Context: an optimization exercise on an open-source flow, tuned for small area and few clock cycles. The choices shown serve that exercise and are no tape-out recipe.
The RTL was checked by simulation tests, not by an equivalence proof against the original design.
Power is estimated from default activity; no workload was simulated.

## axil_wr_split
module axil_wr_split (
  input  logic                            aclk,
  input  logic                            aresetn,
  input  logic                            s_awvalid,
  output logic                            s_awready,
  input  logic [axil_split_pkg::ADDR_W-1:0] s_awaddr,
  input  logic                            s_wvalid,
  output logic                            s_wready,
  input  logic [axil_split_pkg::DATA_W-1:0] s_wdata,
  input  logic [axil_split_pkg::STRB_W-1:0] s_wstrb,
  output logic                            s_bvalid,
  input  logic                            s_bready,
  output logic [axil_split_pkg::RESP_W-1:0] s_bresp,
  output logic                            m0_awvalid,
  input  logic                            m0_awready,
  output logic [axil_split_pkg::ADDR_W-1:0] m0_awaddr,
  output logic                            m0_wvalid,
  input  logic                            m0_wready,
  output logic [axil_split_pkg::DATA_W-1:0] m0_wdata,
  output logic [axil_split_pkg::STRB_W-1:0] m0_wstrb,
  input  logic                            m0_bvalid,
  output logic                            m0_bready,
  input  logic [axil_split_pkg::RESP_W-1:0] m0_bresp,
  output logic                            m1_awvalid,
  input  logic                            m1_awready,
  output logic [axil_split_pkg::ADDR_W-1:0] m1_awaddr,
  output logic                            m1_wvalid,
  input  logic                            m1_wready,
  output logic [axil_split_pkg::DATA_W-1:0] m1_wdata,
  output logic [axil_split_pkg::STRB_W-1:0] m1_wstrb,
  input  logic                            m1_bvalid,
  output logic                            m1_bready,
  input  logic [axil_split_pkg::RESP_W-1:0] m1_bresp
);
For scale: about 240 cells after synthesis, ~48 flip-flops, roughly 0.0028 mm² of cells after synthesis.
==> flow/config.mk <==
export PLATFORM = sky130hd
export DESIGN_NAME = axil_wr_split
export DESIGN_NICKNAME = axil_wr_split
export VERILOG_FILES = /design/flow/design.v
export SDC_FILE = /design/flow/constraint.sdc
export NUM_CORES = 4
export LEC_CHECK = 0
export CAP_MARGIN = 0
export CORE_MARGIN = 2
export CORE_UTILIZATION = 75
export CTS_BUF_LIST = sky130_fd_sc_hd__clkbuf_8
export PLACE_DENSITY = 0.85
export SLEW_MARGIN = 0
==> flow/constraint.sdc <==
create_clock -name core_clock -period 5.0 [get_ports {aclk}]
set_input_delay 1.0000 -clock core_clock [delete_from_list [all_inputs] [get_ports {aclk}]]
set_output_delay 1.0000 -clock core_clock [all_outputs]
set_load 0.01 [all_outputs]
standard.sh (not shown) runs the stock make flow with config.mk's settings and CLKGATE_MAP_FILE= SYNTH_SCRIPT=/design/flow/synth_recipe.tcl, a recipe that flattens the netlist after the stock synthesis.
==> flow/flow/run.sh <==
#!/bin/bash
# Standard layout, with the smallest buffer on every input and output port
# and one tie cell shared by the constant outputs.
export BUFFER_PORTS_ARGS="-buffer_cell sky130_fd_sc_hd__buf_1"
export SKIP_REPAIR_TIE_FANOUT=1
bash standard.sh > standard.log 2>&1
The baseline died in 3_2_place_iop (PPL-0024).
Testbench counts at the start, summed over its fixed seeds: cycles 9,863.
==> next run, changes <==
==> flow/flow/run.sh (replaced) <==
#!/bin/bash
# Standard layout with four changes: synthesis maps logic with an area
# oriented ABC script, the smallest buffer goes on every input and output
# port, one tie cell is shared by the constant outputs, and the clock tree
# has no dummy loads. The ORFS scripts are copied here and only the ABC
# script that synthesis reads is replaced.
set -e
rm -rf scripts_area
cp -r "$FLOW_HOME/scripts" scripts_area
cp flow/abc_map_area.script scripts_area/abc_speed.script
export SCRIPTS_DIR="$PWD/scripts_area"
export ADDER_MAP_FILE=
export BUFFER_PORTS_ARGS="-buffer_cell sky130_fd_sc_hd__buf_1"
export SKIP_REPAIR_TIE_FANOUT=1
export CTS_ARGS="-sink_clustering_enable -repair_clock_nets -buf_list sky130_fd_sc_hd__clkbuf_8 -dont_use_dummy_load"
bash standard.sh > standard.log 2>&1
==> flow/flow/abc_map_area.script (new file) <==
strash
dc2
dch -f
amap
CAP_MARGIN = 20   (was 0)
CORE_UTILIZATION = 60   (was 75)
PLACE_DENSITY = 0.75   (was 0.85)
SLEW_MARGIN = 20   (was 0)
The changed run completed without violations.
Area after synthesis decreases by 6.6%.
Synthesized cell count increases by 5.9%.
==> next run, changes <==
==> flow/flow/run.sh (replaced) <==
#!/bin/bash
# Standard layout, with the smallest buffer on every input and output port
# and one tie cell shared by the constant outputs.
export BUFFER_PORTS_ARGS="-buffer_cell sky130_fd_sc_hd__buf_1"
export SKIP_REPAIR_TIE_FANOUT=1
bash standard.sh > standard.log 2>&1
removed: flow/flow/abc_map_area.script
Effect: Power went up by 14%. Clock skew shrinks by 0.0055 ns. Global-route usage goes down by 4.5 points. Critical path depth increases by 2. Final cell count is lower by 3.5%.


old:
Starting RTL as in the previous note.
==> flow/config.mk <==
export PLATFORM = sky130hd
export DESIGN_NAME = axil_wr_split
export DESIGN_NICKNAME = axil_wr_split
export VERILOG_FILES = /design/flow/design.v
export SDC_FILE = /design/flow/constraint.sdc
export NUM_CORES = 4
export LEC_CHECK = 0
export CAP_MARGIN = 0
export CORE_MARGIN = 2
export CORE_UTILIZATION = 60
export CTS_BUF_LIST = sky130_fd_sc_hd__clkbuf_8
export PLACE_DENSITY = 0.75
export SLEW_MARGIN = 0
==> flow/constraint.sdc <==
create_clock -name core_clock -period 5.0 [get_ports {aclk}]
set_input_delay 1.0000 -clock core_clock [delete_from_list [all_inputs] [get_ports {aclk}]]
set_output_delay 1.0000 -clock core_clock [all_outputs]
set_load 0.01 [all_outputs]
==> flow/flow/run.sh <==
#!/bin/bash
# Standard layout, with the smallest buffer on every input and output port
# and one tie cell shared by the constant outputs.
export BUFFER_PORTS_ARGS="-buffer_cell sky130_fd_sc_hd__buf_1"
export SKIP_REPAIR_TIE_FANOUT=1
bash standard.sh > standard.log 2>&1
Testbench counts of old, summed over its fixed seeds: cycles 9,863.
### old -> new
- changing SLEW_MARGIN from 0 to 20
- changing CAP_MARGIN from 0 to 20
==> flow/flow/run.sh <==
#!/bin/bash
# Standard layout, with the smallest buffer on every input and output port.
export BUFFER_PORTS_ARGS="-buffer_cell sky130_fd_sc_hd__buf_1"
bash standard.sh > standard.log 2>&1
Results
Relative to old, the worst hold slack of new is higher by 0.024 ns. Compared with old, new has extra setup slack. Against old, total vias in the final route in new came out worse. For the ratio of final minimum period to clock period, new came in 1.0 points lower than old did. Going from old to new, count of clock-net buffers in the final layout grows by 1. NOTE wire length of the first global-routing pass old->new decreased slightly. Sequential share of layout area (higher): old.


Another version of the RTL of axil_wr_split (not shown whole).
For scale: about 230 I/O pins, about 0.0027 mm^2 of cells after synthesis.
==> flow/config.mk <==
export PLATFORM = sky130hd
export DESIGN_NAME = axil_wr_split
export DESIGN_NICKNAME = axil_wr_split
export VERILOG_FILES = /design/flow/design.v
export SDC_FILE = /design/flow/constraint.sdc
export NUM_CORES = 4
export LEC_CHECK = 0
export CAP_MARGIN = 20
export CORE_MARGIN = 2
export CORE_UTILIZATION = 60
export CTS_BUF_LIST = sky130_fd_sc_hd__clkbuf_8
export PLACE_DENSITY = 0.75
export SLEW_MARGIN = 20
==> flow/constraint.sdc <==
create_clock -name core_clock -period 5.0 [get_ports {aclk}]
set_input_delay 1.0000 -clock core_clock [delete_from_list [all_inputs] [get_ports {aclk}]]
set_output_delay 1.0000 -clock core_clock [all_outputs]
set_load 0.01 [all_outputs]
==> flow/flow/run.sh <==
#!/bin/bash
# Standard layout with four changes: synthesis maps logic with an area
# oriented ABC script, the smallest buffer goes on every input and output
# port, one tie cell is shared by the constant outputs, and the clock tree
# has no dummy loads. The ORFS scripts are copied here and only the ABC
# script that synthesis reads is replaced.
set -e
rm -rf scripts_area
cp -r "$FLOW_HOME/scripts" scripts_area
cp flow/abc_map_area.script scripts_area/abc_speed.script
export SCRIPTS_DIR="$PWD/scripts_area"
export BUFFER_PORTS_ARGS="-buffer_cell sky130_fd_sc_hd__buf_1"
export SKIP_REPAIR_TIE_FANOUT=1
export CTS_ARGS="-sink_clustering_enable -repair_clock_nets -buf_list sky130_fd_sc_hd__clkbuf_8 -dont_use_dummy_load"
bash standard.sh > standard.log 2>&1
==> flow/flow/abc_map_area.script <==
strash
dc2
dch -f
map -a
The first run completed without violations.
Testbench counts at the start, summed over its fixed seeds: cycles 10,137.
Next try:
==> flow/flow/run.sh (replaced) <==
#!/bin/bash
# Standard layout with three changes: the smallest buffer on every input
# and output port, one tie cell shared by the constant outputs, and no
# dummy loads in the clock tree.
export BUFFER_PORTS_ARGS="-buffer_cell sky130_fd_sc_hd__buf_1"
export SKIP_REPAIR_TIE_FANOUT=1
export CTS_ARGS="-sink_clustering_enable -repair_clock_nets -buf_list sky130_fd_sc_hd__clkbuf_8 -dont_use_dummy_load"
bash standard.sh > standard.log 2>&1
removed: flow/flow/abc_map_area.script
Non-clock buffer count is unchanged.
Wire length fell by roughly a tenth.
Final area rises slightly.
Critical path depth goes down by 3.
Fmax came out higher by a little under a tenth.
Synthesized cell count fell by roughly a tenth.
Global-route usage fell by 3.4 points.
Count of clock-buffer cells in the layout does not change.
Utilization climbs by 0.61 points.
First-iteration DRC count drops by well over a third.
Next try:
==> flow/flow/run.sh (replaced) <==
#!/bin/bash
# Standard layout, with the smallest buffer on every input and output port.
export BUFFER_PORTS_ARGS="-buffer_cell sky130_fd_sc_hd__buf_1"
bash standard.sh > standard.log 2>&1
Total power went up slightly.
Combinational power barely changes.
First-iteration DRC count increases by well over a third.
Worst hold slack improves by 6.0 ps.
Sequential cell count stays the same.
Worst setup slack loses 64 ps.
Utilization came out higher by 1.8 points.

==> what the ideal ports hide <==
How much do the figures lean on ideal ports? The routed layouts below were timed once more, with nothing changed but the port constraints. Step 1 assumes that a clkbuf_16 drives the clock port and a buf_2 every other input. Step 2 times the ports against the registers' clock, not the clock port: input delays grow and output delays shrink by t, the midpoint of the rising clock arrivals with the driver on. Three values: ideal, step 1, step 2; two values: the first two.
run | t, ns | slack for setup (ns) | worst hold slack (ns) | worst setup path at the end | worst register clock-pin slew, ns
the second run of note 1 | 0.305 | 1.291 / 1.268 / 1.359 | 0.464 / 0.464 / 0.464 | register to register | 0.08 / 0.08
the third run of note 1 | 0.320 | 1.395 / 1.395 / 1.395 | 0.487 / 0.487 / 0.487 | register to register | 0.09 / 0.09
old | 0.320 | 1.395 / 1.395 / 1.395 | 0.487 / 0.487 / 0.487 | register to register | 0.09 / 0.09
new | 0.317 | 1.446 / 1.446 / 1.446 | 0.511 / 0.511 / 0.511 | register to register | 0.09 / 0.09
the first run of note 3 | 0.312 | 1.035 / 1.010 / 1.055 | 0.495 / 0.495 / 0.495 | register to register | 0.09 / 0.09
the second run of note 3 | 0.303 | 1.355 / 1.334 / 1.355 | 0.484 / 0.484 / 0.484 | register to register | 0.09 / 0.09
the third run of note 3 | 0.323 | 1.291 / 1.291 / 1.291 | 0.490 / 0.490 / 0.490 | register to register | 0.09 / 0.09
After both steps every run listed still meets setup and hold.
